This design comes from an exercise in tuning for small area on the open sky130 flow, not from production work. Only simulation tests tie the RTL to the original design; equivalence was not proved.

==> flow/design.v (outline; a module is shown in full before it is edited, if it fits) <==
// module liv_fa: 10 lines
// module liv_ha: 9 lines
// module liv_xor: 7 lines
// module liv_xnor: 7 lines
// module luma_invert_via_yuv: 1448 lines
module luma_invert_via_yuv (
    input  wire logic       i_clk,
    input  wire logic       i_rst_n,
    input  wire logic       start,
    output logic            busy,
    input  wire logic [7:0] i_red_in,
    input  wire logic [7:0] i_green_in,
    input  wire logic [7:0] i_blue_in,
    input  wire logic [7:0] i_alpha_in,
    input  wire logic       i_last_in,
    output logic            o_valid,
    output logic [7:0]      o_red_out,
    output logic [7:0]      o_green_out,
    output logic [7:0]      o_blue_out,
    output logic [7:0]      o_alpha_out,
    output logic            o_last_out
);
  // ...
==> flow/flow/run.sh <==
#!/bin/bash
# Standard layout, with the smallest buffer cell for the port buffers and a
# clock tree of smaller buffers without dummy loads.
export BUFFER_PORTS_ARGS="-buffer_cell sky130_fd_sc_hd__buf_1"
export CTS_ARGS="-sink_clustering_enable -repair_clock_nets -dont_use_dummy_load -buf_list sky130_fd_sc_hd__clkbuf_8 -sink_clustering_size 12"
bash standard.sh > standard.log 2>&1
==> flow/standard.sh <==
#!/bin/bash
# synth_recipe.tcl (not shown) runs the flow's synth.tcl, then flattens the netlist and writes it again
# the make line also repeats each setting of config.mk as NAME=value (left out here)
make -C /OpenROAD-flow-scripts/flow DESIGN_CONFIG=/design/flow/config.mk WORK_HOME=/design/flow/orfs CLKGATE_MAP_FILE= SYNTH_SCRIPT=/design/flow/synth_recipe.tcl "${@:-finish}"
==> flow/config.mk <==
export PLATFORM = sky130hd
export DESIGN_NAME = luma_invert_via_yuv
export DESIGN_NICKNAME = luma_invert_via_yuv
export VERILOG_FILES = /design/flow/design.v
export SDC_FILE = /design/flow/constraint.sdc
export NUM_CORES = 4
export LEC_CHECK = 0
export ABC_AREA = 0
export CAP_MARGIN = 20
export CORE_MARGIN = 2
export CORE_UTILIZATION = 40
export SLEW_MARGIN = 20
export SYNTH_HIERARCHICAL = 1
export SYNTH_MINIMUM_KEEP_SIZE = 0
==> flow/constraint.sdc <==
create_clock -name core_clock -period 5.5 [get_ports {i_clk}]
set_input_delay 1.1000 -clock core_clock [delete_from_list [all_inputs] [get_ports {i_clk}]]
set_output_delay 1.1000 -clock core_clock [all_outputs]
set_load 0.01 [all_outputs]
==> summary.md, run 1 <==
| Metric | Value |
|---|---|
| Run status | `timing/DRC/antenna clean` |
| Initial DRC count | `343` |
| Hold Path Origin | `r_alpha[1][7]$_DFF_P_` |
| CTS tree | `built` |
| Xor and xnor area share after synthesis | `0.0365` |
| Starting Density | `0.404` |
| Plain + repair buffers | `92` |
| Largest reg by FF count | `r_alpha` |
| M3 GR Usage | `0.0283` |
| Post-route setup TNS | `0 ns` |
| Register area | `0.00317 sq mm` |
| ANT cells | `0` |
| GRT busiest layer | `met2` |
| Core area | `0.0315 sq mm` |
| Setup Buffers After CTS | `0` |
| Final min period | `5.27 ns` |
| Layout area overhead | `9.30%` |
| Slowest cell delay on critical path | `0.45 ns` |
| Hold Path Sink | `r_alpha[2][7]$_DFF_P_` |
| Number of flip-flops under the largest register name | `32` |
| Top-count cell post-synth | `fa_1` |
| CTS Buf Count | `17` |
| Global-route wire length before repair | `43600 um` |
| Main flop type after synthesis | `dfxtp_1` |
| Final RePlAce weighted congestion | `0.904` |
| Worst Path Max Fanout | `8` |
| CTS clk-pin slew, worst paths | `0.09 ns` |
| Clock buf/inv share | `0.0168` |
| Critical-path cell list | `fa_2 > fa_1 > fa_1 > ha_1 > a21o_1 > a21o_1 > a21o_1 > a21o_1 > a21o_1 > a21o_4 > xor2_4 > nor2_1 > nor2_1 > buf_1` |
| Syn_nets | `1364` |
| Number of synthesized flops with an enable pin | `0` |
| # Taps | `402` |
| Sequential cells | `158` |
| Design area | `0.0139 sq mm` |
| HPWL after DPL | `21900 um` |
| Routed met1 length | `11200 um` |
==> run 2: changes to the inputs <==
--- a/flow/design.v
+++ b/flow/design.v
@@ -526,87 +526,91 @@
     logic w_690;
     logic w_691, w_692;
     logic w_693, w_694;
     logic w_695, w_696;
     logic w_697, w_698;
     logic w_699, w_700;
     logic w_701, w_702;
     logic w_703, w_704;
-    logic w_705, w_706;
-    logic w_707, w_708;
-    logic w_709, w_710;
+    logic w_705;
+    logic w_706;
+    logic w_707;
+    logic w_708;
+    logic w_709;
+    logic w_710;
     logic w_711;
     logic w_712;
     logic w_713;
     logic w_714;
     logic w_715;
     logic w_716;
     logic w_717;
     logic w_718;
     logic w_719;
     logic w_720;
-    logic w_721, w_722;
-    logic w_723;
-    logic w_724, w_725;
+    logic w_721;
+    logic w_722;
+    logic w_723, w_724;
+    logic w_725;
     logic w_726, w_727;
-    logic w_728;
-    logic w_729;
-    logic w_730, w_731;
+    logic w_728, w_729;
+    logic w_730;
+    logic w_731;
     logic w_732, w_733;
     logic w_734, w_735;
     logic w_736, w_737;
-    logic w_738;
-    logic w_739;
+    logic w_738, w_739;
     logic w_740;
-    logic w_741, w_742;
+    logic w_741;
+    logic w_742;
     logic w_743, w_744;
     logic w_745, w_746;
     logic w_747, w_748;
     logic w_749, w_750;
     logic w_751, w_752;
     logic w_753, w_754;
     logic w_755, w_756;
     logic w_757, w_758;
     logic w_759, w_760;
-    logic w_761;
-    logic w_762;
-    logic w_763, w_764;
-    logic w_765;
-    logic w_766;
-    logic w_767, w_768;
-    logic w_769;
-    logic w_770;
-    logic w_771, w_772;
-    logic w_773;
-    logic w_774;
-    logic w_775, w_776;
-    logic w_777;
-    logic w_778;
-    logic w_779, w_780;
-    logic w_781;
-    logic w_782;
+    logic w_761, w_762;
+    logic w_763;
+    logic w_764;
+    logic w_765, w_766;
+    logic w_767;
+    logic w_768;
+    logic w_769, w_770;
+    logic w_771;
+    logic w_772;
+    logic w_773, w_774;
+    logic w_775;
+    logic w_776;
+    logic w_777, w_778;
+    logic w_779;
+    logic w_780;
+    logic w_781, w_782;
     logic w_783;
     logic w_784;
     logic w_785;
     logic w_786;
     logic w_787;
     logic w_788;
     logic w_789;
     logic w_790;
     logic w_791;
     logic w_792;
-    logic w_793, w_794;
+    logic w_793;
+    logic w_794;
     logic w_795, w_796;
     logic w_797, w_798;
     logic w_799, w_800;
-    logic w_801;
-    logic w_802;
+    logic w_801, w_802;
     logic w_803;
-    logic w_804, w_805;
+    logic w_804;
+    logic w_805;
     logic w_806, w_807;
     logic w_808, w_809;
     logic w_810, w_811;
     logic w_812, w_813;
     logic w_814, w_815;
     logic w_816, w_817;
     logic w_818, w_819;
     logic w_820, w_821;
@@ -619,35 +623,35 @@
     logic w_834, w_835;
     logic w_836, w_837;
     logic w_838, w_839;
     logic w_840, w_841;
     logic w_842, w_843;
     logic w_844, w_845;
     logic w_846, w_847;
     logic w_848, w_849;
-    logic w_850;
-    logic w_851, w_852;
+    logic w_850, w_851;
+    logic w_852;
     logic w_853, w_854;
     logic w_855, w_856;
     logic w_857, w_858;
     logic w_859, w_860;
     logic w_861, w_862;
     logic w_863, w_864;
     logic w_865, w_866;
     logic w_867, w_868;
     logic w_869, w_870;
     logic w_871, w_872;
     logic w_873, w_874;
     logic w_875, w_876;
     logic w_877, w_878;
     logic w_879, w_880;
     logic w_881, w_882;
-    logic w_883;
-    logic w_884, w_885;
+    logic w_883, w_884;
+    logic w_885;
     logic w_886, w_887;
     logic w_888, w_889;
     logic w_890, w_891;
     logic w_892, w_893;
     logic w_894, w_895;
     logic w_896, w_897;
     logic w_898, w_899;
     logic w_900, w_901;
@@ -655,103 +659,104 @@
     logic w_904, w_905;
     logic w_906, w_907;
     logic w_908, w_909;
     logic w_910, w_911;
     logic w_912, w_913;
     logic w_914, w_915;
     logic w_916, w_917;
     logic w_918, w_919;
-    logic w_920;
-    logic w_921;
+    logic w_920, w_921;
     logic w_922;
     logic w_923;
     logic w_924;
     logic w_925;
     logic w_926;
     logic w_927;
     logic w_928;
     logic w_929;
     logic w_930;
     logic w_931;
     logic w_932;
     logic w_933;
     logic w_934;
-    logic w_935, w_936;
-    logic w_937;
-    logic w_938;
-    logic w_939, w_940;
-    logic w_941;
-    logic w_942;
-    logic w_943, w_944;
-    logic w_945;
-    logic w_946;
-    logic w_947, w_948;
-    logic w_949;
-    logic w_950;
-    logic w_951, w_952;
-    logic w_953;
-    logic w_954;
-    logic w_955, w_956;
-    logic w_957;
-    logic w_958;
-    logic w_959, w_960;
+    logic w_935;
+    logic w_936;
+    logic w_937, w_938;
+    logic w_939;
+    logic w_940;
+    logic w_941, w_942;
+    logic w_943;
+    logic w_944;
+    logic w_945, w_946;
+    logic w_947;
+    logic w_948;
+    logic w_949, w_950;
+    logic w_951;
+    logic w_952;
+    logic w_953, w_954;
+    logic w_955;
+    logic w_956;
+    logic w_957, w_958;
+    logic w_959;
+    logic w_960;
     logic w_961, w_962;
-    logic w_963;
-    logic w_964;
-    logic w_965, w_966;
-    logic w_967;
-    logic w_968;
+    logic w_963, w_964;
+    logic w_965;
+    logic w_966;
+    logic w_967, w_968;
     logic w_969;
     logic w_970;
     logic w_971;
     logic w_972;
     logic w_973;
     logic w_974;
-    logic w_975, w_976;
-    logic w_977;
-    logic w_978;
-    logic w_979, w_980;
+    logic w_975;
+    logic w_976;
+    logic w_977, w_978;
+    logic w_979;
+    logic w_980;
     logic w_981, w_982;
-    logic w_983;
-    logic w_984;
+    logic w_983, w_984;
     logic w_985;
-    logic w_986, w_987;
+    logic w_986;
+    logic w_987;
     logic w_988, w_989;
     logic w_990, w_991;
     logic w_992, w_993;
     logic w_994, w_995;
     logic w_996, w_997;
     logic w_998, w_999;
     logic w_1000, w_1001;
     logic w_1002, w_1003;
     logic w_1004, w_1005;
     logic w_1006, w_1007;
-    logic w_1008;
-    logic w_1009;
-    logic w_1010, w_1011;
-    logic w_1012;
-    logic w_1013;
-    logic w_1014, w_1015;
-    logic w_1016;
-    logic w_1017;
-    logic w_1018, w_1019;
-    logic w_1020;
-    logic w_1021;
-    logic w_1022, w_1023;
-    logic w_1024;
-    logic w_1025;
-    logic w_1026, w_1027;
-    logic w_1028;
-    logic w_1029;
-    logic w_1030, w_1031;
-    logic w_1032;
-    logic w_1033;
+    logic w_1008, w_1009;
+    logic w_1010;
+    logic w_1011;
+    logic w_1012, w_1013;
+    logic w_1014;
+    logic w_1015;
+    logic w_1016, w_1017;
+    logic w_1018;
+    logic w_1019;
+    logic w_1020, w_1021;
+    logic w_1022;
+    logic w_1023;
+    logic w_1024, w_1025;
+    logic w_1026;
+    logic w_1027;
+    logic w_1028, w_1029;
+    logic w_1030;
+    logic w_1031;
+    logic w_1032, w_1033;
     logic w_1034;
     logic w_1035;
+    logic w_1036;
+    logic w_1037;
     logic [7:0] i_green_in_q1;
     logic [8:0] D1_q1;
     logic [8:0] D2_q1;
     logic [7:0] i_green_in_q2;
     logic [8:0] D1_q2;
     logic [8:0] D2_q2;
     logic [0:0] U_x0_16_q2;
     logic [0:0] U_x0_17_q2;
@@ -1205,259 +1210,264 @@
     assign f_vsat = ~w_682 ^ w_681;
     assign f_dv[7] = ~w_682;
     assign f_dv[6:0] = f_vsat ? {7{~~w_682}} : {w_677, w_673, w_669, w_665, w_661, w_657, w_653};
     assign w_683 = ~f_dv_q3[0];
     assign w_684 = ~f_dv_q3[1];
     assign w_685 = ~f_dv_q3[2];
     assign w_686 = ~f_dv_q3[3];
     assign w_687 = ~f_dv_q3[4];
-    assign w_688 = ~f_dv_q3[7];
-    assign w_689 = ~f_dv_q3[5];
-    assign w_690 = ~f_dv_q3[6];
-    liv_fa u_w_691 (.i_a(f_dv_q3[7]), .i_b(f_dv_q3[3]), .i_c(f_dv_q3[0]), .o_s(w_691), .o_c(w_692));
-    liv_ha u_w_693 (.i_a(f_dv_q3[3]), .i_b(w_684), .o_s(w_693), .o_c(w_694));
-    liv_ha u_w_695 (.i_a(f_dv_q3[4]), .i_b(w_685), .o_s(w_695), .o_c(w_696));
-    liv_ha u_w_697 (.i_a(f_dv_q3[5]), .i_b(w_686), .o_s(w_697), .o_c(w_698));
-    liv_fa u_w_699 (.i_a(f_dv_q3[6]), .i_b(f_dv_q3[0]), .i_c(w_687), .o_s(w_699), .o_c(w_700));
-    liv_fa u_w_701 (.i_a(w_688), .i_b(w_689), .i_c(w_684), .o_s(w_701), .o_c(w_702));
-    liv_fa u_w_703 (.i_a(f_dv_q3[1]), .i_b(w_690), .i_c(w_685), .o_s(w_703), .o_c(w_704));
-    liv_ha u_w_705 (.i_a(f_dv_q3[2]), .i_b(w_691), .o_s(w_705), .o_c(w_706));
-    liv_fa u_w_707 (.i_a(f_dv_q3[1]), .i_b(w_687), .i_c(w_692), .o_s(w_707), .o_c(w_708));
-    liv_fa u_w_709 (.i_a(f_dv_q3[2]), .i_b(f_dv_q3[4]), .i_c(w_689), .o_s(w_709), .o_c(w_710));
-    assign w_711 = w_683 & w_685;
-    assign w_712 = (f_dv_q3[2] & w_693) | (f_dv_q3[2] & w_711) | (w_693 & w_711);
-    assign w_713 = (w_694 & w_695) | (w_694 & w_712) | (w_695 & w_712);
-    assign w_714 = (w_696 & w_697) | (w_696 & w_713) | (w_697 & w_713);
-    assign w_715 = (w_698 & w_699) | (w_698 & w_714) | (w_699 & w_714);
-    assign w_716 = (w_700 & w_701) | (w_700 & w_715) | (w_701 & w_715);
-    assign w_717 = (w_702 & w_703) | (w_702 & w_716) | (w_703 & w_716);
-    assign w_718 = (w_704 & w_705) | (w_704 & w_717) | (w_705 & w_717);
-    assign w_719 = (w_706 & w_707) | (w_706 & w_718) | (w_707 & w_718);
-    assign w_720 = (w_708 & w_709) | (w_708 & w_719) | (w_709 & w_719);
-    liv_fa u_w_721 (.i_a(f_dv_q3[5]), .i_b(w_710), .i_c(w_720), .o_s(w_721), .o_c(w_722));
-    assign oR_x0_12 = w_721;
-    assign oR_x0_13 = w_722;
-    assign w_723 = ~f_dv_q4[7];
-    liv_fa u_w_724 (.i_a(f_yi_q4[0]), .i_b(f_dv_q4[6]), .i_c(f_dv_q4[3]), .o_s(w_724), .o_c(w_725));
-    liv_fa u_w_726 (.i_a(f_yi_q4[1]), .i_b(f_dv_q4[4]), .i_c(f_dv_q4[1]), .o_s(w_726), .o_c(w_727));
-    assign w_728 = ~f_yi_q4[2];
-    assign w_729 = ~f_yi_q4[3];
-    liv_fa u_w_730 (.i_a(oR_x0_13_q4[0]), .i_b(w_723), .i_c(w_725), .o_s(w_730), .o_c(w_731));
-    liv_fa u_w_732 (.i_a(f_dv_q4[5]), .i_b(f_dv_q4[2]), .i_c(w_728), .o_s(w_732), .o_c(w_733));
-    liv_fa u_w_734 (.i_a(f_dv_q4[6]), .i_b(f_dv_q4[3]), .i_c(f_yi_q4[2]), .o_s(w_734), .o_c(w_735));
-    liv_fa u_w_736 (.i_a(f_yi_q4[4]), .i_b(f_dv_q4[4]), .i_c(f_yi_q4[3]), .o_s(w_736), .o_c(w_737));
-    assign w_738 = ~f_dv_q4[0];
-    assign w_739 = ~f_yi_q4[5];
-    assign w_740 = ~f_yi_q4[6];
-    liv_fa u_w_741 (.i_a(oR_x0_12_q4[0]), .i_b(w_738), .i_c(w_724), .o_s(w_741), .o_c(w_742));
-    liv_fa u_w_743 (.i_a(f_dv_q4[0]), .i_b(w_726), .i_c(w_730), .o_s(w_743), .o_c(w_744));
-    liv_fa u_w_745 (.i_a(w_727), .i_b(w_732), .i_c(w_731), .o_s(w_745), .o_c(w_746));
-    liv_fa u_w_747 (.i_a(w_729), .i_b(w_733), .i_c(w_734), .o_s(w_747), .o_c(w_748));
-    liv_fa u_w_749 (.i_a(w_723), .i_b(w_735), .i_c(w_736), .o_s(w_749), .o_c(w_750));
-    liv_fa u_w_751 (.i_a(f_dv_q4[5]), .i_b(w_739), .i_c(w_737), .o_s(w_751), .o_c(w_752));
-    liv_fa u_w_753 (.i_a(f_dv_q4[6]), .i_b(f_yi_q4[5]), .i_c(w_740), .o_s(w_753), .o_c(w_754));
-    liv_fa u_w_755 (.i_a(f_yi_q4[7]), .i_b(f_yi_q4[6]), .i_c(w_723), .o_s(w_755), .o_c(w_756));
-    liv_ha u_w_757 (.i_a(w_742), .i_b(w_743), .o_s(w_757), .o_c(w_758));
+    assign w_688 = ~f_dv_q3[5];
+    assign w_689 = ~f_dv_q3[6];
+    assign w_690 = ~f_dv_q3[7];
+    liv_ha u_w_691 (.i_a(w_685), .i_b(w_684), .o_s(w_691), .o_c(w_692));
+    liv_ha u_w_693 (.i_a(w_686), .i_b(w_685), .o_s(w_693), .o_c(w_694));
+    liv_ha u_w_695 (.i_a(w_687), .i_b(w_686), .o_s(w_695), .o_c(w_696));
+    liv_ha u_w_697 (.i_a(w_688), .i_b(w_687), .o_s(w_697), .o_c(w_698));
+    liv_fa u_w_699 (.i_a(f_dv_q3[0]), .i_b(w_689), .i_c(w_688), .o_s(w_699), .o_c(w_700));
+    liv_fa u_w_701 (.i_a(f_dv_q3[1]), .i_b(w_689), .i_c(w_690), .o_s(w_701), .o_c(w_702));
+    liv_fa u_w_703 (.i_a(f_dv_q3[7]), .i_b(f_dv_q3[2]), .i_c(f_dv_q3[7]), .o_s(w_703), .o_c(w_704));
+    liv_xnor u_w_705 (.i_a(f_dv_q3[3]), .i_b(f_dv_q3[0]), .o_y(w_705));
+    assign w_706 = f_dv_q3[3] | f_dv_q3[0];
+    liv_xnor u_w_707 (.i_a(f_dv_q3[4]), .i_b(f_dv_q3[1]), .o_y(w_707));
+    assign w_708 = f_dv_q3[4] | f_dv_q3[1];
+    liv_xnor u_w_709 (.i_a(f_dv_q3[5]), .i_b(f_dv_q3[2]), .o_y(w_709));
+    assign w_710 = f_dv_q3[5] | f_dv_q3[2];
+    assign w_711 = ~w_684;
+    assign w_712 = (w_683 & w_711) | (w_683 & w_683) | (w_711 & w_683);
+    assign w_713 = (w_684 & w_691) | (w_684 & w_712) | (w_691 & w_712);
+    assign w_714 = (w_692 & w_693) | (w_692 & w_713) | (w_693 & w_713);
+    assign w_715 = (w_694 & w_695) | (w_694 & w_714) | (w_695 & w_714);
+    assign w_716 = (w_696 & w_697) | (w_696 & w_715) | (w_697 & w_715);
+    assign w_717 = (w_698 & w_699) | (w_698 & w_716) | (w_699 & w_716);
+    assign w_718 = (w_700 & w_701) | (w_700 & w_717) | (w_701 & w_717);
+    assign w_719 = (w_702 & w_703) | (w_702 & w_718) | (w_703 & w_718);
+    assign w_720 = (w_704 & w_705) | (w_704 & w_719) | (w_705 & w_719);
+    assign w_721 = (w_706 & w_707) | (w_706 & w_720) | (w_707 & w_720);
+    assign w_722 = (w_708 & w_709) | (w_708 & w_721) | (w_709 & w_721);
+    liv_ha u_w_723 (.i_a(w_710), .i_b(w_722), .o_s(w_723), .o_c(w_724));
+    assign oR_x0_12 = w_723;
+    assign oR_x0_13 = w_724;
+    assign w_725 = ~f_dv_q4[7];
+    liv_fa u_w_726 (.i_a(f_yi_q4[0]), .i_b(f_dv_q4[6]), .i_c(f_dv_q4[3]), .o_s(w_726), .o_c(w_727));
+    liv_fa u_w_728 (.i_a(f_yi_q4[1]), .i_b(f_dv_q4[4]), .i_c(f_dv_q4[1]), .o_s(w_728), .o_c(w_729));
+    assign w_730 = ~f_yi_q4[2];
+    assign w_731 = ~f_yi_q4[3];
+    liv_fa u_w_732 (.i_a(oR_x0_13_q4[0]), .i_b(w_725), .i_c(w_727), .o_s(w_732), .o_c(w_733));
+    liv_fa u_w_734 (.i_a(f_dv_q4[5]), .i_b(f_dv_q4[2]), .i_c(w_730), .o_s(w_734), .o_c(w_735));
+    liv_fa u_w_736 (.i_a(f_dv_q4[6]), .i_b(f_dv_q4[3]), .i_c(f_yi_q4[2]), .o_s(w_736), .o_c(w_737));
+    liv_fa u_w_738 (.i_a(f_yi_q4[4]), .i_b(f_dv_q4[4]), .i_c(f_yi_q4[3]), .o_s(w_738), .o_c(w_739));
+    assign w_740 = ~f_dv_q4[0];
+    assign w_741 = ~f_yi_q4[5];
+    assign w_742 = ~f_yi_q4[6];
+    liv_fa u_w_743 (.i_a(oR_x0_12_q4[0]), .i_b(w_740), .i_c(w_726), .o_s(w_743), .o_c(w_744));
+    liv_fa u_w_745 (.i_a(f_dv_q4[0]), .i_b(w_728), .i_c(w_732), .o_s(w_745), .o_c(w_746));
+    liv_fa u_w_747 (.i_a(w_729), .i_b(w_734), .i_c(w_733), .o_s(w_747), .o_c(w_748));
+    liv_fa u_w_749 (.i_a(w_731), .i_b(w_735), .i_c(w_736), .o_s(w_749), .o_c(w_750));
+    liv_fa u_w_751 (.i_a(w_725), .i_b(w_737), .i_c(w_738), .o_s(w_751), .o_c(w_752));
+    liv_fa u_w_753 (.i_a(f_dv_q4[5]), .i_b(w_741), .i_c(w_739), .o_s(w_753), .o_c(w_754));
+    liv_fa u_w_755 (.i_a(f_dv_q4[6]), .i_b(f_yi_q4[5]), .i_c(w_742), .o_s(w_755), .o_c(w_756));
+    liv_fa u_w_757 (.i_a(f_yi_q4[7]), .i_b(f_yi_q4[6]), .i_c(w_725), .o_s(w_757), .o_c(w_758));
     liv_ha u_w_759 (.i_a(w_744), .i_b(w_745), .o_s(w_759), .o_c(w_760));
-    liv_xor u_w_761 (.i_a(w_759), .i_b(w_758), .o_y(w_761));
-    assign w_762 = w_760 | (w_759 & w_758);
-    liv_ha u_w_763 (.i_a(w_746), .i_b(w_747), .o_s(w_763), .o_c(w_764));
-    liv_xor u_w_765 (.i_a(w_763), .i_b(w_762), .o_y(w_765));
-    assign w_766 = w_764 | (w_763 & w_762);
-    liv_ha u_w_767 (.i_a(w_748), .i_b(w_749), .o_s(w_767), .o_c(w_768));
-    liv_xor u_w_769 (.i_a(w_767), .i_b(w_766), .o_y(w_769));
-    assign w_770 = w_768 | (w_767 & w_766);
-    liv_ha u_w_771 (.i_a(w_750), .i_b(w_751), .o_s(w_771), .o_c(w_772));
-    liv_xor u_w_773 (.i_a(w_771), .i_b(w_770), .o_y(w_773));
-    assign w_774 = w_772 | (w_771 & w_770);
-    liv_ha u_w_775 (.i_a(w_752), .i_b(w_753), .o_s(w_775), .o_c(w_776));
-    liv_xor u_w_777 (.i_a(w_775), .i_b(w_774), .o_y(w_777));
-    assign w_778 = w_776 | (w_775 & w_774);
-    liv_ha u_w_779 (.i_a(w_754), .i_b(w_755), .o_s(w_779), .o_c(w_780));
-    liv_xor u_w_781 (.i_a(w_779), .i_b(w_778), .o_y(w_781));
-    assign w_782 = w_780 | (w_779 & w_778);
-    assign w_783 = ~w_756;
-    liv_xor u_w_784 (.i_a(w_783), .i_b(w_782), .o_y(w_784));
-    assign w_785 = w_756 | (w_783 & w_782);
-    assign n_R = ~w_785 ? 8'd0 : (w_784 ? 8'd255 : {w_781, w_777, w_773, w_769, w_765, w_761, w_757, w_741});
+    liv_ha u_w_761 (.i_a(w_746), .i_b(w_747), .o_s(w_761), .o_c(w_762));
+    liv_xor u_w_763 (.i_a(w_761), .i_b(w_760), .o_y(w_763));
+    assign w_764 = w_762 | (w_761 & w_760);
+    liv_ha u_w_765 (.i_a(w_748), .i_b(w_749), .o_s(w_765), .o_c(w_766));
+    liv_xor u_w_767 (.i_a(w_765), .i_b(w_764), .o_y(w_767));
+    assign w_768 = w_766 | (w_765 & w_764);
+    liv_ha u_w_769 (.i_a(w_750), .i_b(w_751), .o_s(w_769), .o_c(w_770));
+    liv_xor u_w_771 (.i_a(w_769), .i_b(w_768), .o_y(w_771));
+    assign w_772 = w_770 | (w_769 & w_768);
+    liv_ha u_w_773 (.i_a(w_752), .i_b(w_753), .o_s(w_773), .o_c(w_774));
+    liv_xor u_w_775 (.i_a(w_773), .i_b(w_772), .o_y(w_775));
+    assign w_776 = w_774 | (w_773 & w_772);
+    liv_ha u_w_777 (.i_a(w_754), .i_b(w_755), .o_s(w_777), .o_c(w_778));
+    liv_xor u_w_779 (.i_a(w_777), .i_b(w_776), .o_y(w_779));
+    assign w_780 = w_778 | (w_777 & w_776);
+    liv_ha u_w_781 (.i_a(w_756), .i_b(w_757), .o_s(w_781), .o_c(w_782));
+    liv_xor u_w_783 (.i_a(w_781), .i_b(w_780), .o_y(w_783));
+    assign w_784 = w_782 | (w_781 & w_780);
+    assign w_785 = ~w_758;
+    liv_xor u_w_786 (.i_a(w_785), .i_b(w_784), .o_y(w_786));
+    assign w_787 = w_758 | (w_785 & w_784);
+    assign n_R = ~w_787 ? 8'd0 : (w_786 ? 8'd255 : {w_783, w_779, w_775, w_771, w_767, w_763, w_759, w_743});
     assign o_red_out = {n_R[7], n_R[6], n_R[5], n_R[4], n_R[3], n_R[2], n_R[1], n_R[0]};
-    assign w_786 = ~f_du_q3[0];
-    assign w_787 = ~f_du_q3[1];
-    assign w_788 = ~f_du_q3[2];
-    assign w_789 = ~f_du_q3[3];
-    assign w_790 = ~f_du_q3[4];
-    assign w_791 = ~f_du_q3[5];
-    assign w_792 = ~f_du_q3[6];
-    liv_fa u_w_793 (.i_a(f_dv_q3[7]), .i_b(w_792), .i_c(w_790), .o_s(w_793), .o_c(w_794));
-    liv_fa u_w_795 (.i_a(f_du_q3[7]), .i_b(w_791), .i_c(w_788), .o_s(w_795), .o_c(w_796));
-    liv_fa u_w_797 (.i_a(f_yi_q3[0]), .i_b(w_792), .i_c(w_789), .o_s(w_797), .o_c(w_798));
-    liv_fa u_w_799 (.i_a(f_yi_q3[1]), .i_b(f_du_q3[7]), .i_c(f_dv_q3[7]), .o_s(w_799), .o_c(w_800));
-    assign w_801 = ~f_du_q3[7];
-    assign w_802 = ~w_791;
-    assign w_803 = ~f_yi_q3[2];
-    liv_fa u_w_804 (.i_a(f_dv_q3[7]), .i_b(w_791), .i_c(w_786), .o_s(w_804), .o_c(w_805));
-    liv_fa u_w_806 (.i_a(w_792), .i_b(w_787), .i_c(w_687), .o_s(w_806), .o_c(w_807));
-    liv_fa u_w_808 (.i_a(w_788), .i_b(w_786), .i_c(w_689), .o_s(w_808), .o_c(w_809));
-    liv_fa u_w_810 (.i_a(w_686), .i_b(w_683), .i_c(w_801), .o_s(w_810), .o_c(w_811));
-    liv_fa u_w_812 (.i_a(f_du_q3[7]), .i_b(w_789), .i_c(w_787), .o_s(w_812), .o_c(w_813));
-    liv_fa u_w_814 (.i_a(w_690), .i_b(w_687), .i_c(w_684), .o_s(w_814), .o_c(w_815));
-    liv_fa u_w_816 (.i_a(f_dv_q3[7]), .i_b(w_790), .i_c(w_788), .o_s(w_816), .o_c(w_817));
-    liv_fa u_w_818 (.i_a(w_689), .i_b(w_685), .i_c(w_683), .o_s(w_818), .o_c(w_819));
-    liv_fa u_w_820 (.i_a(w_789), .i_b(w_786), .i_c(w_690), .o_s(w_820), .o_c(w_821));
-    liv_fa u_w_822 (.i_a(w_686), .i_b(w_684), .i_c(w_802), .o_s(w_822), .o_c(w_823));
-    liv_fa u_w_824 (.i_a(w_787), .i_b(w_786), .i_c(w_687), .o_s(w_824), .o_c(w_825));
-    liv_fa u_w_826 (.i_a(w_685), .i_b(w_791), .i_c(w_793), .o_s(w_826), .o_c(w_827));
-    liv_fa u_w_828 (.i_a(w_787), .i_b(w_689), .i_c(w_686), .o_s(w_828), .o_c(w_829));
-    liv_fa u_w_830 (.i_a(w_683), .i_b(w_794), .i_c(w_795), .o_s(w_830), .o_c(w_831));
-    liv_fa u_w_832 (.i_a(w_788), .i_b(w_690), .i_c(w_687), .o_s(w_832), .o_c(w_833));
-    liv_fa u_w_834 (.i_a(w_684), .i_b(w_796), .i_c(w_797), .o_s(w_834), .o_c(w_835));
-    liv_fa u_w_836 (.i_a(w_790), .i_b(w_789), .i_c(w_689), .o_s(w_836), .o_c(w_837));
-    liv_fa u_w_838 (.i_a(w_685), .i_b(w_798), .i_c(w_799), .o_s(w_838), .o_c(w_839));
-    liv_fa u_w_840 (.i_a(w_791), .i_b(w_790), .i_c(w_690), .o_s(w_840), .o_c(w_841));
-    liv_fa u_w_842 (.i_a(w_686), .i_b(w_803), .i_c(w_800), .o_s(w_842), .o_c(w_843));
-    liv_fa u_w_844 (.i_a(f_yi_q3[3]), .i_b(f_dv_q3[7]), .i_c(f_yi_q3[2]), .o_s(w_844), .o_c(w_845));
-    liv_fa u_w_846 (.i_a(w_792), .i_b(w_791), .i_c(w_687), .o_s(w_846), .o_c(w_847));
-    liv_fa u_w_848 (.i_a(f_yi_q3[4]), .i_b(f_du_q3[7]), .i_c(w_792), .o_s(w_848), .o_c(w_849));
-    assign w_850 = ~w_790;
-    liv_fa u_w_851 (.i_a(w_789), .i_b(w_689), .i_c(w_684), .o_s(w_851), .o_c(w_852));
-    liv_fa u_w_853 (.i_a(w_690), .i_b(w_685), .i_c(w_683), .o_s(w_853), .o_c(w_854));
-    liv_fa u_w_855 (.i_a(w_686), .i_b(w_684), .i_c(w_790), .o_s(w_855), .o_c(w_856));
-    liv_fa u_w_857 (.i_a(w_685), .i_b(w_805), .i_c(w_806), .o_s(w_857), .o_c(w_858));
-    liv_fa u_w_859 (.i_a(w_807), .i_b(w_808), .i_c(w_810), .o_s(w_859), .o_c(w_860));
-    liv_fa u_w_861 (.i_a(w_809), .i_b(w_811), .i_c(w_812), .o_s(w_861), .o_c(w_862));
-    liv_fa u_w_863 (.i_a(w_813), .i_b(w_815), .i_c(w_816), .o_s(w_863), .o_c(w_864));
-    liv_fa u_w_865 (.i_a(w_817), .i_b(w_819), .i_c(w_820), .o_s(w_865), .o_c(w_866));
-    liv_fa u_w_867 (.i_a(w_821), .i_b(w_823), .i_c(w_824), .o_s(w_867), .o_c(w_868));
-    liv_fa u_w_869 (.i_a(w_825), .i_b(w_828), .i_c(w_827), .o_s(w_869), .o_c(w_870));
-    liv_fa u_w_871 (.i_a(w_829), .i_b(w_832), .i_c(w_831), .o_s(w_871), .o_c(w_872));
-    liv_fa u_w_873 (.i_a(w_833), .i_b(w_836), .i_c(w_835), .o_s(w_873), .o_c(w_874));
-    liv_fa u_w_875 (.i_a(w_837), .i_b(w_840), .i_c(w_839), .o_s(w_875), .o_c(w_876));
-    liv_fa u_w_877 (.i_a(w_841), .i_b(w_844), .i_c(w_846), .o_s(w_877), .o_c(w_878));
-    liv_fa u_w_879 (.i_a(w_689), .i_b(w_845), .i_c(w_847), .o_s(w_879), .o_c(w_880));
-    liv_fa u_w_881 (.i_a(f_yi_q3[5]), .i_b(f_du_q3[7]), .i_c(w_690), .o_s(w_881), .o_c(w_882));
-    assign w_883 = ~w_788;
-    liv_ha u_w_884 (.i_a(w_787), .i_b(w_686), .o_s(w_884), .o_c(w_885));
-    liv_fa u_w_886 (.i_a(w_687), .i_b(w_683), .i_c(w_883), .o_s(w_886), .o_c(w_887));
-    liv_ha u_w_888 (.i_a(w_788), .i_b(w_851), .o_s(w_888), .o_c(w_889));
-    liv_fa u_w_890 (.i_a(w_850), .i_b(w_852), .i_c(w_853), .o_s(w_890), .o_c(w_891));
-    liv_fa u_w_892 (.i_a(w_854), .i_b(w_804), .i_c(w_855), .o_s(w_892), .o_c(w_893));
-    liv_ha u_w_894 (.i_a(w_856), .i_b(w_857), .o_s(w_894), .o_c(w_895));
+    assign w_788 = ~f_du_q3[0];
+    assign w_789 = ~f_du_q3[1];
+    assign w_790 = ~f_du_q3[2];
+    assign w_791 = ~f_du_q3[3];
+    assign w_792 = ~f_du_q3[4];
+    assign w_793 = ~f_du_q3[5];
+    assign w_794 = ~f_du_q3[6];
+    liv_fa u_w_795 (.i_a(f_dv_q3[7]), .i_b(w_794), .i_c(w_792), .o_s(w_795), .o_c(w_796));
+    liv_fa u_w_797 (.i_a(f_du_q3[7]), .i_b(w_793), .i_c(w_790), .o_s(w_797), .o_c(w_798));
+    liv_fa u_w_799 (.i_a(f_yi_q3[0]), .i_b(w_794), .i_c(w_791), .o_s(w_799), .o_c(w_800));
+    liv_fa u_w_801 (.i_a(f_yi_q3[1]), .i_b(f_du_q3[7]), .i_c(f_dv_q3[7]), .o_s(w_801), .o_c(w_802));
+    assign w_803 = ~f_du_q3[7];
+    assign w_804 = ~w_793;
+    assign w_805 = ~f_yi_q3[2];
+    liv_fa u_w_806 (.i_a(f_dv_q3[7]), .i_b(w_793), .i_c(w_788), .o_s(w_806), .o_c(w_807));
+    liv_fa u_w_808 (.i_a(w_794), .i_b(w_789), .i_c(w_687), .o_s(w_808), .o_c(w_809));
+    liv_fa u_w_810 (.i_a(w_790), .i_b(w_788), .i_c(w_688), .o_s(w_810), .o_c(w_811));
+    liv_fa u_w_812 (.i_a(w_686), .i_b(w_683), .i_c(w_803), .o_s(w_812), .o_c(w_813));
+    liv_fa u_w_814 (.i_a(f_du_q3[7]), .i_b(w_791), .i_c(w_789), .o_s(w_814), .o_c(w_815));
+    liv_fa u_w_816 (.i_a(w_689), .i_b(w_687), .i_c(w_684), .o_s(w_816), .o_c(w_817));
+    liv_fa u_w_818 (.i_a(f_dv_q3[7]), .i_b(w_792), .i_c(w_790), .o_s(w_818), .o_c(w_819));
+    liv_fa u_w_820 (.i_a(w_688), .i_b(w_685), .i_c(w_683), .o_s(w_820), .o_c(w_821));
+    liv_fa u_w_822 (.i_a(w_791), .i_b(w_788), .i_c(w_689), .o_s(w_822), .o_c(w_823));
+    liv_fa u_w_824 (.i_a(w_686), .i_b(w_684), .i_c(w_804), .o_s(w_824), .o_c(w_825));
+    liv_fa u_w_826 (.i_a(w_789), .i_b(w_788), .i_c(w_687), .o_s(w_826), .o_c(w_827));
+    liv_fa u_w_828 (.i_a(w_685), .i_b(w_793), .i_c(w_795), .o_s(w_828), .o_c(w_829));
+    liv_fa u_w_830 (.i_a(w_789), .i_b(w_688), .i_c(w_686), .o_s(w_830), .o_c(w_831));
+    liv_fa u_w_832 (.i_a(w_683), .i_b(w_796), .i_c(w_797), .o_s(w_832), .o_c(w_833));
+    liv_fa u_w_834 (.i_a(w_790), .i_b(w_689), .i_c(w_687), .o_s(w_834), .o_c(w_835));
+    liv_fa u_w_836 (.i_a(w_684), .i_b(w_798), .i_c(w_799), .o_s(w_836), .o_c(w_837));
+    liv_fa u_w_838 (.i_a(w_792), .i_b(w_791), .i_c(w_688), .o_s(w_838), .o_c(w_839));
+    liv_fa u_w_840 (.i_a(w_685), .i_b(w_800), .i_c(w_801), .o_s(w_840), .o_c(w_841));
+    liv_fa u_w_842 (.i_a(w_793), .i_b(w_792), .i_c(w_689), .o_s(w_842), .o_c(w_843));
+    liv_fa u_w_844 (.i_a(w_686), .i_b(w_805), .i_c(w_802), .o_s(w_844), .o_c(w_845));
+    liv_fa u_w_846 (.i_a(f_yi_q3[3]), .i_b(f_dv_q3[7]), .i_c(f_yi_q3[2]), .o_s(w_846), .o_c(w_847));
+    liv_fa u_w_848 (.i_a(w_794), .i_b(w_793), .i_c(w_687), .o_s(w_848), .o_c(w_849));
+    liv_fa u_w_850 (.i_a(f_yi_q3[4]), .i_b(f_du_q3[7]), .i_c(w_794), .o_s(w_850), .o_c(w_851));
+    assign w_852 = ~w_792;
+    liv_fa u_w_853 (.i_a(w_791), .i_b(w_688), .i_c(w_684), .o_s(w_853), .o_c(w_854));
+    liv_fa u_w_855 (.i_a(w_689), .i_b(w_685), .i_c(w_683), .o_s(w_855), .o_c(w_856));
+    liv_fa u_w_857 (.i_a(w_686), .i_b(w_684), .i_c(w_792), .o_s(w_857), .o_c(w_858));
+    liv_fa u_w_859 (.i_a(w_685), .i_b(w_807), .i_c(w_808), .o_s(w_859), .o_c(w_860));
+    liv_fa u_w_861 (.i_a(w_809), .i_b(w_810), .i_c(w_812), .o_s(w_861), .o_c(w_862));
+    liv_fa u_w_863 (.i_a(w_811), .i_b(w_813), .i_c(w_814), .o_s(w_863), .o_c(w_864));
+    liv_fa u_w_865 (.i_a(w_815), .i_b(w_817), .i_c(w_818), .o_s(w_865), .o_c(w_866));
+    liv_fa u_w_867 (.i_a(w_819), .i_b(w_821), .i_c(w_822), .o_s(w_867), .o_c(w_868));
+    liv_fa u_w_869 (.i_a(w_823), .i_b(w_825), .i_c(w_826), .o_s(w_869), .o_c(w_870));
+    liv_fa u_w_871 (.i_a(w_827), .i_b(w_830), .i_c(w_829), .o_s(w_871), .o_c(w_872));
+    liv_fa u_w_873 (.i_a(w_831), .i_b(w_834), .i_c(w_833), .o_s(w_873), .o_c(w_874));
+    liv_fa u_w_875 (.i_a(w_835), .i_b(w_838), .i_c(w_837), .o_s(w_875), .o_c(w_876));
+    liv_fa u_w_877 (.i_a(w_839), .i_b(w_842), .i_c(w_841), .o_s(w_877), .o_c(w_878));
+    liv_fa u_w_879 (.i_a(w_843), .i_b(w_846), .i_c(w_848), .o_s(w_879), .o_c(w_880));
+    liv_fa u_w_881 (.i_a(w_688), .i_b(w_847), .i_c(w_849), .o_s(w_881), .o_c(w_882));
+    liv_fa u_w_883 (.i_a(f_yi_q3[5]), .i_b(f_du_q3[7]), .i_c(w_689), .o_s(w_883), .o_c(w_884));
+    assign w_885 = ~w_790;
+    liv_ha u_w_886 (.i_a(w_789), .i_b(w_686), .o_s(w_886), .o_c(w_887));
+    liv_fa u_w_888 (.i_a(w_687), .i_b(w_683), .i_c(w_885), .o_s(w_888), .o_c(w_889));
+    liv_ha u_w_890 (.i_a(w_790), .i_b(w_853), .o_s(w_890), .o_c(w_891));
+    liv_fa u_w_892 (.i_a(w_852), .i_b(w_854), .i_c(w_855), .o_s(w_892), .o_c(w_893));
+    liv_fa u_w_894 (.i_a(w_856), .i_b(w_806), .i_c(w_857), .o_s(w_894), .o_c(w_895));
     liv_ha u_w_896 (.i_a(w_858), .i_b(w_859), .o_s(w_896), .o_c(w_897));
-    liv_fa u_w_898 (.i_a(w_814), .i_b(w_860), .i_c(w_861), .o_s(w_898), .o_c(w_899));
-    liv_fa u_w_900 (.i_a(w_818), .i_b(w_862), .i_c(w_863), .o_s(w_900), .o_c(w_901));
-    liv_fa u_w_902 (.i_a(w_822), .i_b(w_864), .i_c(w_865), .o_s(w_902), .o_c(w_903));
-    liv_fa u_w_904 (.i_a(w_866), .i_b(w_826), .i_c(w_867), .o_s(w_904), .o_c(w_905));
-    liv_fa u_w_906 (.i_a(w_868), .i_b(w_830), .i_c(w_869), .o_s(w_906), .o_c(w_907));
-    liv_fa u_w_908 (.i_a(w_834), .i_b(w_870), .i_c(w_871), .o_s(w_908), .o_c(w_909));
-    liv_fa u_w_910 (.i_a(w_838), .i_b(w_872), .i_c(w_873), .o_s(w_910), .o_c(w_911));
-    liv_fa u_w_912 (.i_a(w_842), .i_b(w_874), .i_c(w_875), .o_s(w_912), .o_c(w_913));
-    liv_fa u_w_914 (.i_a(w_843), .i_b(w_877), .i_c(w_876), .o_s(w_914), .o_c(w_915));
-    liv_fa u_w_916 (.i_a(w_848), .i_b(w_878), .i_c(w_879), .o_s(w_916), .o_c(w_917));
-    liv_fa u_w_918 (.i_a(w_849), .i_b(w_881), .i_c(w_880), .o_s(w_918), .o_c(w_919));
-    assign w_920 = ~w_786;
-    assign w_921 = w_684 & w_683;
-    assign w_922 = (w_685 & w_920) | (w_685 & w_921) | (w_920 & w_921);
-    assign w_923 = (w_786 & w_884) | (w_786 & w_922) | (w_884 & w_922);
-    assign w_924 = (w_885 & w_886) | (w_885 & w_923) | (w_886 & w_923);
-    assign w_925 = (w_887 & w_888) | (w_887 & w_924) | (w_888 & w_924);
-    assign w_926 = (w_889 & w_890) | (w_889 & w_925) | (w_890 & w_925);
-    assign w_927 = (w_891 & w_892) | (w_891 & w_926) | (w_892 & w_926);
-    assign w_928 = (w_893 & w_894) | (w_893 & w_927) | (w_894 & w_927);
-    assign w_929 = (w_895 & w_896) | (w_895 & w_928) | (w_896 & w_928);
-    assign w_930 = (w_897 & w_898) | (w_897 & w_929) | (w_898 & w_929);
-    assign w_931 = (w_899 & w_900) | (w_899 & w_930) | (w_900 & w_930);
-    assign w_932 = (w_901 & w_902) | (w_901 & w_931) | (w_902 & w_931);
-    assign w_933 = (w_903 & w_904) | (w_903 & w_932) | (w_904 & w_932);
-    assign w_934 = (w_905 & w_906) | (w_905 & w_933) | (w_906 & w_933);
-    liv_ha u_w_935 (.i_a(w_907), .i_b(w_908), .o_s(w_935), .o_c(w_936));
-    liv_xor u_w_937 (.i_a(w_935), .i_b(w_934), .o_y(w_937));
-    assign w_938 = w_936 | (w_935 & w_934);
-    liv_ha u_w_939 (.i_a(w_909), .i_b(w_910), .o_s(w_939), .o_c(w_940));
-    liv_xor u_w_941 (.i_a(w_939), .i_b(w_938), .o_y(w_941));
-    assign w_942 = w_940 | (w_939 & w_938);
-    liv_ha u_w_943 (.i_a(w_911), .i_b(w_912), .o_s(w_943), .o_c(w_944));
-    liv_xor u_w_945 (.i_a(w_943), .i_b(w_942), .o_y(w_945));
-    assign w_946 = w_944 | (w_943 & w_942);
-    liv_ha u_w_947 (.i_a(w_913), .i_b(w_914), .o_s(w_947), .o_c(w_948));
-    liv_xor u_w_949 (.i_a(w_947), .i_b(w_946), .o_y(w_949));
-    assign w_950 = w_948 | (w_947 & w_946);
-    liv_ha u_w_951 (.i_a(w_915), .i_b(w_916), .o_s(w_951), .o_c(w_952));
-    liv_xor u_w_953 (.i_a(w_951), .i_b(w_950), .o_y(w_953));
-    assign w_954 = w_952 | (w_951 & w_950);
-    liv_ha u_w_955 (.i_a(w_917), .i_b(w_918), .o_s(w_955), .o_c(w_956));
-    liv_xor u_w_957 (.i_a(w_955), .i_b(w_954), .o_y(w_957));
-    assign w_958 = w_956 | (w_955 & w_954);
-    liv_fa u_w_959 (.i_a(w_882), .i_b(w_919), .i_c(w_958), .o_s(w_959), .o_c(w_960));
-    assign oG_r15 = w_937;
-    assign oG_r16 = w_941;
-    assign oG_r17 = w_945;
-    assign oG_r18 = w_949;
-    assign oG_r19 = w_953;
-    assign oG_r20 = w_957;
-    assign oG_x0_21 = w_959;
-    assign oG_x0_22 = w_960;
-    liv_fa u_w_961 (.i_a(f_yi_q4[6]), .i_b(f_dv_q4[7]), .i_c(oG_x0_21_q4[0]), .o_s(w_961), .o_c(w_962));
-    liv_xnor u_w_963 (.i_a(f_yi_q4[7]), .i_b(oG_x0_22_q4[0]), .o_y(w_963));
-    assign w_964 = f_yi_q4[7] | oG_x0_22_q4[0];
-    liv_ha u_w_965 (.i_a(w_962), .i_b(w_963), .o_s(w_965), .o_c(w_966));
-    assign w_967 = ~w_964;
-    liv_xor u_w_968 (.i_a(w_967), .i_b(w_966), .o_y(w_968));
-    assign w_969 = w_964 | (w_967 & w_966);
-    assign n_G = ~w_969 ? 8'd0 : (w_968 ? 8'd255 : {w_965, w_961, oG_r20_q4[0], oG_r19_q4[0], oG_r18_q4[0], oG_r17_q4[0], oG_r16_q4[0], oG_r15_q4[0]});
+    liv_ha u_w_898 (.i_a(w_860), .i_b(w_861), .o_s(w_898), .o_c(w_899));
+    liv_fa u_w_900 (.i_a(w_816), .i_b(w_862), .i_c(w_863), .o_s(w_900), .o_c(w_901));
+    liv_fa u_w_902 (.i_a(w_820), .i_b(w_864), .i_c(w_865), .o_s(w_902), .o_c(w_903));
+    liv_fa u_w_904 (.i_a(w_824), .i_b(w_866), .i_c(w_867), .o_s(w_904), .o_c(w_905));
+    liv_fa u_w_906 (.i_a(w_868), .i_b(w_828), .i_c(w_869), .o_s(w_906), .o_c(w_907));
+    liv_fa u_w_908 (.i_a(w_870), .i_b(w_832), .i_c(w_871), .o_s(w_908), .o_c(w_909));
+    liv_fa u_w_910 (.i_a(w_836), .i_b(w_872), .i_c(w_873), .o_s(w_910), .o_c(w_911));
+    liv_fa u_w_912 (.i_a(w_840), .i_b(w_874), .i_c(w_875), .o_s(w_912), .o_c(w_913));
+    liv_fa u_w_914 (.i_a(w_844), .i_b(w_876), .i_c(w_877), .o_s(w_914), .o_c(w_915));
+    liv_fa u_w_916 (.i_a(w_845), .i_b(w_879), .i_c(w_878), .o_s(w_916), .o_c(w_917));
+    liv_fa u_w_918 (.i_a(w_850), .i_b(w_880), .i_c(w_881), .o_s(w_918), .o_c(w_919));
+    liv_fa u_w_920 (.i_a(w_851), .i_b(w_883), .i_c(w_882), .o_s(w_920), .o_c(w_921));
+    assign w_922 = ~w_788;
+    assign w_923 = w_684 & w_683;
+    assign w_924 = (w_685 & w_922) | (w_685 & w_923) | (w_922 & w_923);
+    assign w_925 = (w_788 & w_886) | (w_788 & w_924) | (w_886 & w_924);
+    assign w_926 = (w_887 & w_888) | (w_887 & w_925) | (w_888 & w_925);
+    assign w_927 = (w_889 & w_890) | (w_889 & w_926) | (w_890 & w_926);
+    assign w_928 = (w_891 & w_892) | (w_891 & w_927) | (w_892 & w_927);
+    assign w_929 = (w_893 & w_894) | (w_893 & w_928) | (w_894 & w_928);
+    assign w_930 = (w_895 & w_896) | (w_895 & w_929) | (w_896 & w_929);
+    assign w_931 = (w_897 & w_898) | (w_897 & w_930) | (w_898 & w_930);
+    assign w_932 = (w_899 & w_900) | (w_899 & w_931) | (w_900 & w_931);
+    assign w_933 = (w_901 & w_902) | (w_901 & w_932) | (w_902 & w_932);
+    assign w_934 = (w_903 & w_904) | (w_903 & w_933) | (w_904 & w_933);
+    assign w_935 = (w_905 & w_906) | (w_905 & w_934) | (w_906 & w_934);
+    assign w_936 = (w_907 & w_908) | (w_907 & w_935) | (w_908 & w_935);
+    liv_ha u_w_937 (.i_a(w_909), .i_b(w_910), .o_s(w_937), .o_c(w_938));
+    liv_xor u_w_939 (.i_a(w_937), .i_b(w_936), .o_y(w_939));
+    assign w_940 = w_938 | (w_937 & w_936);
+    liv_ha u_w_941 (.i_a(w_911), .i_b(w_912), .o_s(w_941), .o_c(w_942));
+    liv_xor u_w_943 (.i_a(w_941), .i_b(w_940), .o_y(w_943));
+    assign w_944 = w_942 | (w_941 & w_940);
+    liv_ha u_w_945 (.i_a(w_913), .i_b(w_914), .o_s(w_945), .o_c(w_946));
+    liv_xor u_w_947 (.i_a(w_945), .i_b(w_944), .o_y(w_947));
+    assign w_948 = w_946 | (w_945 & w_944);
+    liv_ha u_w_949 (.i_a(w_915), .i_b(w_916), .o_s(w_949), .o_c(w_950));
+    liv_xor u_w_951 (.i_a(w_949), .i_b(w_948), .o_y(w_951));
+    assign w_952 = w_950 | (w_949 & w_948);
+    liv_ha u_w_953 (.i_a(w_917), .i_b(w_918), .o_s(w_953), .o_c(w_954));
+    liv_xor u_w_955 (.i_a(w_953), .i_b(w_952), .o_y(w_955));
+    assign w_956 = w_954 | (w_953 & w_952);
+    liv_ha u_w_957 (.i_a(w_919), .i_b(w_920), .o_s(w_957), .o_c(w_958));
+    liv_xor u_w_959 (.i_a(w_957), .i_b(w_956), .o_y(w_959));
+    assign w_960 = w_958 | (w_957 & w_956);
+    liv_fa u_w_961 (.i_a(w_884), .i_b(w_921), .i_c(w_960), .o_s(w_961), .o_c(w_962));
+    assign oG_r15 = w_939;
+    assign oG_r16 = w_943;
+    assign oG_r17 = w_947;
+    assign oG_r18 = w_951;
+    assign oG_r19 = w_955;
+    assign oG_r20 = w_959;
+    assign oG_x0_21 = w_961;
+    assign oG_x0_22 = w_962;
+    liv_fa u_w_963 (.i_a(f_yi_q4[6]), .i_b(f_dv_q4[7]), .i_c(oG_x0_21_q4[0]), .o_s(w_963), .o_c(w_964));
+    liv_xnor u_w_965 (.i_a(f_yi_q4[7]), .i_b(oG_x0_22_q4[0]), .o_y(w_965));
+    assign w_966 = f_yi_q4[7] | oG_x0_22_q4[0];
+    liv_ha u_w_967 (.i_a(w_964), .i_b(w_965), .o_s(w_967), .o_c(w_968));
+    assign w_969 = ~w_966;
+    liv_xor u_w_970 (.i_a(w_969), .i_b(w_968), .o_y(w_970));
+    assign w_971 = w_966 | (w_969 & w_968);
+    assign n_G = ~w_971 ? 8'd0 : (w_970 ? 8'd255 : {w_967, w_963, oG_r20_q4[0], oG_r19_q4[0], oG_r18_q4[0], oG_r17_q4[0], oG_r16_q4[0], oG_r15_q4[0]});
     assign o_green_out = {n_G[7], n_G[6], n_G[5], n_G[4], n_G[3], n_G[2], n_G[1], n_G[0]};
-    assign w_970 = f_du_q3[5] & f_du_q3[0];
-    assign w_971 = (f_du_q3[6] & f_du_q3[1]) | (f_du_q3[6] & w_970) | (f_du_q3[1] & w_970);
-    assign w_972 = (w_801 & w_788) | (w_801 & w_971) | (w_788 & w_971);
-    assign w_973 = (f_du_q3[2] & w_789) | (f_du_q3[2] & w_972) | (w_789 & w_972);
-    assign w_974 = (f_du_q3[3] & w_790) | (f_du_q3[3] & w_973) | (w_790 & w_973);
-    liv_ha u_w_975 (.i_a(f_du_q3[4]), .i_b(w_974), .o_s(w_975), .o_c(w_976));
-    assign oB_x0_10 = w_975;
-    assign oB_x0_11 = w_976;
-    assign w_977 = ~f_du_q4[7];
-    assign w_978 = ~f_yi_q4[1];
-    liv_fa u_w_979 (.i_a(f_du_q4[6]), .i_b(f_du_q4[0]), .i_c(oB_x0_11_q4[0]), .o_s(w_979), .o_c(w_980));
-    liv_fa u_w_981 (.i_a(f_yi_q4[2]), .i_b(f_du_q4[1]), .i_c(f_yi_q4[1]), .o_s(w_981), .o_c(w_982));
-    assign w_983 = ~f_yi_q4[0];
-    assign w_984 = ~f_yi_q4[4];
-    assign w_985 = ~f_yi_q4[7];
-    liv_fa u_w_986 (.i_a(f_du_q4[5]), .i_b(oB_x0_10_q4[0]), .i_c(w_983), .o_s(w_986), .o_c(w_987));
-    liv_fa u_w_988 (.i_a(f_yi_q4[0]), .i_b(w_978), .i_c(w_979), .o_s(w_988), .o_c(w_989));
-    liv_fa u_w_990 (.i_a(w_977), .i_b(w_980), .i_c(w_981), .o_s(w_990), .o_c(w_991));
-    liv_fa u_w_992 (.i_a(f_du_q4[2]), .i_b(w_729), .i_c(w_982), .o_s(w_992), .o_c(w_993));
-    liv_fa u_w_994 (.i_a(f_du_q4[3]), .i_b(f_yi_q4[3]), .i_c(w_984), .o_s(w_994), .o_c(w_995));
-    liv_fa u_w_996 (.i_a(f_du_q4[4]), .i_b(f_yi_q4[4]), .i_c(w_739), .o_s(w_996), .o_c(w_997));
-    liv_fa u_w_998 (.i_a(f_du_q4[5]), .i_b(f_yi_q4[5]), .i_c(w_740), .o_s(w_998), .o_c(w_999));
-    liv_fa u_w_1000 (.i_a(f_du_q4[6]), .i_b(f_yi_q4[6]), .i_c(w_985), .o_s(w_1000), .o_c(w_1001));
-    liv_ha u_w_1002 (.i_a(f_yi_q4[7]), .i_b(w_977), .o_s(w_1002), .o_c(w_1003));
-    liv_ha u_w_1004 (.i_a(w_987), .i_b(w_988), .o_s(w_1004), .o_c(w_1005));
+    assign w_972 = f_du_q3[5] & f_du_q3[0];
+    assign w_973 = (f_du_q3[6] & f_du_q3[1]) | (f_du_q3[6] & w_972) | (f_du_q3[1] & w_972);
+    assign w_974 = (w_803 & w_790) | (w_803 & w_973) | (w_790 & w_973);
+    assign w_975 = (f_du_q3[2] & w_791) | (f_du_q3[2] & w_974) | (w_791 & w_974);
+    assign w_976 = (f_du_q3[3] & w_792) | (f_du_q3[3] & w_975) | (w_792 & w_975);
+    liv_ha u_w_977 (.i_a(f_du_q3[4]), .i_b(w_976), .o_s(w_977), .o_c(w_978));
+    assign oB_x0_10 = w_977;
+    assign oB_x0_11 = w_978;
+    assign w_979 = ~f_du_q4[7];
+    assign w_980 = ~f_yi_q4[1];
+    liv_fa u_w_981 (.i_a(f_du_q4[6]), .i_b(f_du_q4[0]), .i_c(oB_x0_11_q4[0]), .o_s(w_981), .o_c(w_982));
+    liv_fa u_w_983 (.i_a(f_yi_q4[2]), .i_b(f_du_q4[1]), .i_c(f_yi_q4[1]), .o_s(w_983), .o_c(w_984));
+    assign w_985 = ~f_yi_q4[0];
+    assign w_986 = ~f_yi_q4[4];
+    assign w_987 = ~f_yi_q4[7];
+    liv_fa u_w_988 (.i_a(f_du_q4[5]), .i_b(oB_x0_10_q4[0]), .i_c(w_985), .o_s(w_988), .o_c(w_989));
+    liv_fa u_w_990 (.i_a(f_yi_q4[0]), .i_b(w_980), .i_c(w_981), .o_s(w_990), .o_c(w_991));
+    liv_fa u_w_992 (.i_a(w_979), .i_b(w_982), .i_c(w_983), .o_s(w_992), .o_c(w_993));
+    liv_fa u_w_994 (.i_a(f_du_q4[2]), .i_b(w_731), .i_c(w_984), .o_s(w_994), .o_c(w_995));
+    liv_fa u_w_996 (.i_a(f_du_q4[3]), .i_b(f_yi_q4[3]), .i_c(w_986), .o_s(w_996), .o_c(w_997));
+    liv_fa u_w_998 (.i_a(f_du_q4[4]), .i_b(f_yi_q4[4]), .i_c(w_741), .o_s(w_998), .o_c(w_999));
+    liv_fa u_w_1000 (.i_a(f_du_q4[5]), .i_b(f_yi_q4[5]), .i_c(w_742), .o_s(w_1000), .o_c(w_1001));
+    liv_fa u_w_1002 (.i_a(f_du_q4[6]), .i_b(f_yi_q4[6]), .i_c(w_987), .o_s(w_1002), .o_c(w_1003));
+    liv_ha u_w_1004 (.i_a(f_yi_q4[7]), .i_b(w_979), .o_s(w_1004), .o_c(w_1005));
     liv_ha u_w_1006 (.i_a(w_989), .i_b(w_990), .o_s(w_1006), .o_c(w_1007));
-    liv_xor u_w_1008 (.i_a(w_1006), .i_b(w_1005), .o_y(w_1008));
-    assign w_1009 = w_1007 | (w_1006 & w_1005);
-    liv_ha u_w_1010 (.i_a(w_991), .i_b(w_992), .o_s(w_1010), .o_c(w_1011));
-    liv_xor u_w_1012 (.i_a(w_1010), .i_b(w_1009), .o_y(w_1012));
-    assign w_1013 = w_1011 | (w_1010 & w_1009);
-    liv_ha u_w_1014 (.i_a(w_993), .i_b(w_994), .o_s(w_1014), .o_c(w_1015));
-    liv_xor u_w_1016 (.i_a(w_1014), .i_b(w_1013), .o_y(w_1016));
-    assign w_1017 = w_1015 | (w_1014 & w_1013);
-    liv_ha u_w_1018 (.i_a(w_995), .i_b(w_996), .o_s(w_1018), .o_c(w_1019));
-    liv_xor u_w_1020 (.i_a(w_1018), .i_b(w_1017), .o_y(w_1020));
-    assign w_1021 = w_1019 | (w_1018 & w_1017);
-    liv_ha u_w_1022 (.i_a(w_997), .i_b(w_998), .o_s(w_1022), .o_c(w_1023));
-    liv_xor u_w_1024 (.i_a(w_1022), .i_b(w_1021), .o_y(w_1024));
-    assign w_1025 = w_1023 | (w_1022 & w_1021);
-    liv_ha u_w_1026 (.i_a(w_999), .i_b(w_1000), .o_s(w_1026), .o_c(w_1027));
-    liv_xor u_w_1028 (.i_a(w_1026), .i_b(w_1025), .o_y(w_1028));
-    assign w_1029 = w_1027 | (w_1026 & w_1025);
-    liv_ha u_w_1030 (.i_a(w_1001), .i_b(w_1002), .o_s(w_1030), .o_c(w_1031));
-    liv_xor u_w_1032 (.i_a(w_1030), .i_b(w_1029), .o_y(w_1032));
-    assign w_1033 = w_1031 | (w_1030 & w_1029);
-    assign w_1034 = ~w_1003;
-    liv_xor u_w_1035 (.i_a(w_1034), .i_b(w_1033), .o_y(w_1035));
-    assign n_B = w_1035 ? 8'd0 : (w_1032 ? 8'd255 : {w_1028, w_1024, w_1020, w_1016, w_1012, w_1008, w_1004, w_986});
+    liv_ha u_w_1008 (.i_a(w_991), .i_b(w_992), .o_s(w_1008), .o_c(w_1009));
+    liv_xor u_w_1010 (.i_a(w_1008), .i_b(w_1007), .o_y(w_1010));
+    assign w_1011 = w_1009 | (w_1008 & w_1007);
+    liv_ha u_w_1012 (.i_a(w_993), .i_b(w_994), .o_s(w_1012), .o_c(w_1013));
+    liv_xor u_w_1014 (.i_a(w_1012), .i_b(w_1011), .o_y(w_1014));
+    assign w_1015 = w_1013 | (w_1012 & w_1011);
+    liv_ha u_w_1016 (.i_a(w_995), .i_b(w_996), .o_s(w_1016), .o_c(w_1017));
+    liv_xor u_w_1018 (.i_a(w_1016), .i_b(w_1015), .o_y(w_1018));
+    assign w_1019 = w_1017 | (w_1016 & w_1015);
+    liv_ha u_w_1020 (.i_a(w_997), .i_b(w_998), .o_s(w_1020), .o_c(w_1021));
+    liv_xor u_w_1022 (.i_a(w_1020), .i_b(w_1019), .o_y(w_1022));
+    assign w_1023 = w_1021 | (w_1020 & w_1019);
+    liv_ha u_w_1024 (.i_a(w_999), .i_b(w_1000), .o_s(w_1024), .o_c(w_1025));
+    liv_xor u_w_1026 (.i_a(w_1024), .i_b(w_1023), .o_y(w_1026));
+    assign w_1027 = w_1025 | (w_1024 & w_1023);
+    liv_ha u_w_1028 (.i_a(w_1001), .i_b(w_1002), .o_s(w_1028), .o_c(w_1029));
+    liv_xor u_w_1030 (.i_a(w_1028), .i_b(w_1027), .o_y(w_1030));
+    assign w_1031 = w_1029 | (w_1028 & w_1027);
+    liv_ha u_w_1032 (.i_a(w_1003), .i_b(w_1004), .o_s(w_1032), .o_c(w_1033));
+    liv_xor u_w_1034 (.i_a(w_1032), .i_b(w_1031), .o_y(w_1034));
+    assign w_1035 = w_1033 | (w_1032 & w_1031);
+    assign w_1036 = ~w_1005;
+    liv_xor u_w_1037 (.i_a(w_1036), .i_b(w_1035), .o_y(w_1037));
+    assign n_B = w_1037 ? 8'd0 : (w_1034 ? 8'd255 : {w_1030, w_1026, w_1022, w_1018, w_1014, w_1010, w_1006, w_988});
     assign o_blue_out = {n_B[7], n_B[6], n_B[5], n_B[4], n_B[3], n_B[2], n_B[1], n_B[0]};
     always_ff @(posedge i_clk) begin
         i_green_in_q1 <= {i_green_in[7], i_green_in[6], i_green_in[5], i_green_in[4], i_green_in[3], i_green_in[2], i_green_in[1], i_green_in[0]};
         D1_q1 <= {~w_23, w_22, w_20, w_18, w_16, w_14, w_12, w_10, w_8};
         D2_q1 <= {~w_47, w_46, w_44, w_42, w_40, w_38, w_36, w_34, w_32};
         i_green_in_q2 <= {i_green_in_q1[7], i_green_in_q1[6], i_green_in_q1[5], i_green_in_q1[4], i_green_in_q1[3], i_green_in_q1[2], i_green_in_q1[1], i_green_in_q1[0]};
         D1_q2 <= {D1_q1[8], D1_q1[7], D1_q1[6], D1_q1[5], D1_q1[4], D1_q1[3], D1_q1[2], D1_q1[1], D1_q1[0]};
         D2_q2 <= {D2_q1[8], D2_q1[7], D2_q1[6], D2_q1[5], D2_q1[4], D2_q1[3], D2_q1[2], D2_q1[1], D2_q1[0]};
==> summary.md, run 2 <==
| Metric | Value |
|---|---|
| Run status | `timing/DRC/antenna clean (unchanged)` |
| Worst Path Max Fanout | `8 (unchanged)` |
| Global-route wire length before repair | `43400 um (was 43600 um)` |
| Vias in the first global route | `8403 (was 8240)` |
| Top-count cell post-synth | `fa_1 (unchanged)` |
| Main flop type after synthesis | `dfxtp_1 (unchanged)` |
| Final RePlAce weighted congestion | `0.963 (was 0.904)` |
| Initial DRC count | `322 (was 343)` |
| CTS Buffer Depth | `2 (unchanged)` |
| CTS tree | `built (unchanged)` |
| Design area | `0.0139 sq mm (about the same)` |
| WHS Path Cells | `0 (unchanged)` |
| Syn_nets | `1363 (was 1364)` |
| Hold Path Origin | `r_alpha[2][3]$_DFF_P_ (was r_alpha[1][7]$_DFF_P_)` |
| CP endpoint kind | `output pin (unchanged)` |
| Largest cells by area after synthesis | `fa_1, dfxtp_1, ha_1 (unchanged)` |
| Core area | `0.0314 sq mm (was 0.0315 sq mm)` |
| HPWL after DPL | `21700 um (was 21900 um)` |
| Clock Latency Late Sink | `0.45 ns (about the same)` |
| CTS Buf Count | `17 (unchanged)` |
| Final min period | `5.29 ns (was 5.27 ns)` |
| Number of flip-flops under the largest register name | `32 (unchanged)` |
| Starting Density | `0.405 (was 0.404)` |
| CTS clk-pin slew, worst paths | `0.10 ns (was 0.09 ns)` |
| Setup Buffers After CTS | `0 (unchanged)` |
| Layout area overhead | `9.02% (was 9.30%)` |
| Async set-reset flop share out of synthesis | `0 (unchanged)` |
| Hold Path Sink | `r_alpha[3][3]$_DFF_P_ (was r_alpha[2][7]$_DFF_P_)` |
| Largest reg by FF count | `r_alpha (unchanged)` |
| ANT cells | `0 (unchanged)` |
| Number of synthesized flops with an enable pin | `0 (unchanged)` |
| Final net count | `1462 (was 1468)` |
| Root Buffer | `clkbuf_8 (unchanged)` |
## run 2: cell count changes in the layout (fill, tap and decap cells not counted), moves of 5 or more
| cell | delta |
|---|---|
| o21ai_1 | -7 |
| o21ai_0 | +6 |
| buf_4 | -5 |
| clkbuf_2 | +5 |
## run 2: repair_timing
item,CTS,global route
hold endpoints to repair,0,0
resized for setup,1,11
pin swaps,0,2
endpoints found under the setup margin,8,16
## run 2: worst max path at each step
stage	start	endpoint	cells after the start
2_1_floorplan	f_yi_q4[0]$_DFF_P_	o_red_out[0]	14
3_3_place_gp	f_yi_q4[0]$_DFF_P_	o_red_out[2]	14
3_5_place_dp	f_yi_q4[0]$_DFF_P_	o_red_out[7]	14
4_1_cts	f_yi_q4[0]$_DFF_P_	o_red_out[7]	14
5_1_grt	f_yi_q4[0]$_DFF_P_	o_red_out[0]	14
6_report	f_yi_q4[0]$_DFF_P_	o_red_out[0]	14
## run 2: logic make-up after synthesis
family                     after synthesis  synth area share
other                                    1          0.000295
buffers and inverters                  113            0.0337
adders and majority gates              401             0.579
AOI/OAI and AO/OA                      108            0.0631
DFF                                    158             0.249
xor gates and xnor gates                56            0.0386
and+or+nand+nor                        108            0.0362
## run 2: modules after synthesis (local to each module, per instance)
module,times used,flip-flops and latches,cells
liv_xor,38,0,1
liv_fa,317,0,1
liv_xnor,13,0,1
luma_invert_via_yuv,1,158,512
liv_ha,65,0,1
## run 2: area by class of cell
type	count	area (sq um)
fill	2913	17500
tap	402	503
timing repair buffer	87	400
inverter	106	398
sequential	158	3170
clock buffer	17	234
multi-input combinational	674	9150
## run 2: worst max-delay path: stages, from the launching register on
cell,delay [ns]
dfxtp_2,0.35
fa_1,0.45
fa_1,0.46
fa_1,0.38
ha_1,0.33
a21o_1,0.21
a21o_1,0.20
a21o_1,0.20
a21o_1,0.20
a21o_1,0.20
a21o_1,0.22
xor2_4,0.24
nor2_1,0.08
nor2_1,0.08
buf_1,0.15
## run 2: stage by stage
stage	cells	hold WS [ns]	worst slack (ns)	setup TNS, ns
2_1_floorplan	945	0.310	0.742	0
3_3_place_gp	1427	0.310	0.455	0
3_5_place_dp	1427	0.312	0.400	0
4_1_cts	1444	0.310	0.0245	0
5_1_grt	1444	0.319	-0.000794	-0.000794
6_report	1444	0.310	0.214	0
## run 2: metal layers
metal  vias to the layer above  global-route usage  share of wire
met2                       194               0.303           0.51
met3                        29              0.0327          0.046
met5                         -                   0              0
met1                      3732               0.216           0.43
met4                         0              0.0461          0.016
li1                       3214                   -              -

## static timing again, ports no longer ideal
In the flow no input, the clock included, has a driving cell. The finished layouts below were timed again as built, in two steps. Step 1 (the two cells are an assumption about what drives the block):
set clk [get_ports {i_clk}]
set_driving_cell -lib_cell sky130_fd_sc_hd__clkbuf_16 $clk
set_driving_cell -lib_cell sky130_fd_sc_hd__buf_2 [delete_from_list [all_inputs] $clk]
Step 2 also shifts input and output timing later by t, the mid clock arrival at the registers, as if the neighbouring blocks saw the same clock. Three values: ideal ports, drivers, drivers and shift; two values: the first two.
| run | shift t [ns] | slack for setup (ns) | hold slack, ns | worst setup path after step 2 | cell pins on the clock port's net |
|---|---|---|---|---|---|
| run 1 | 0.468 | 0.228 / 0.192 / 0.486 | 0.315 / 0.315 / 0.315 | register to register | 1 |
| run 2 | 0.480 | 0.214 / 0.174 / 0.485 | 0.310 / 0.310 / 0.310 | register to register | 1 |
After both steps every run listed still meets setup and hold.
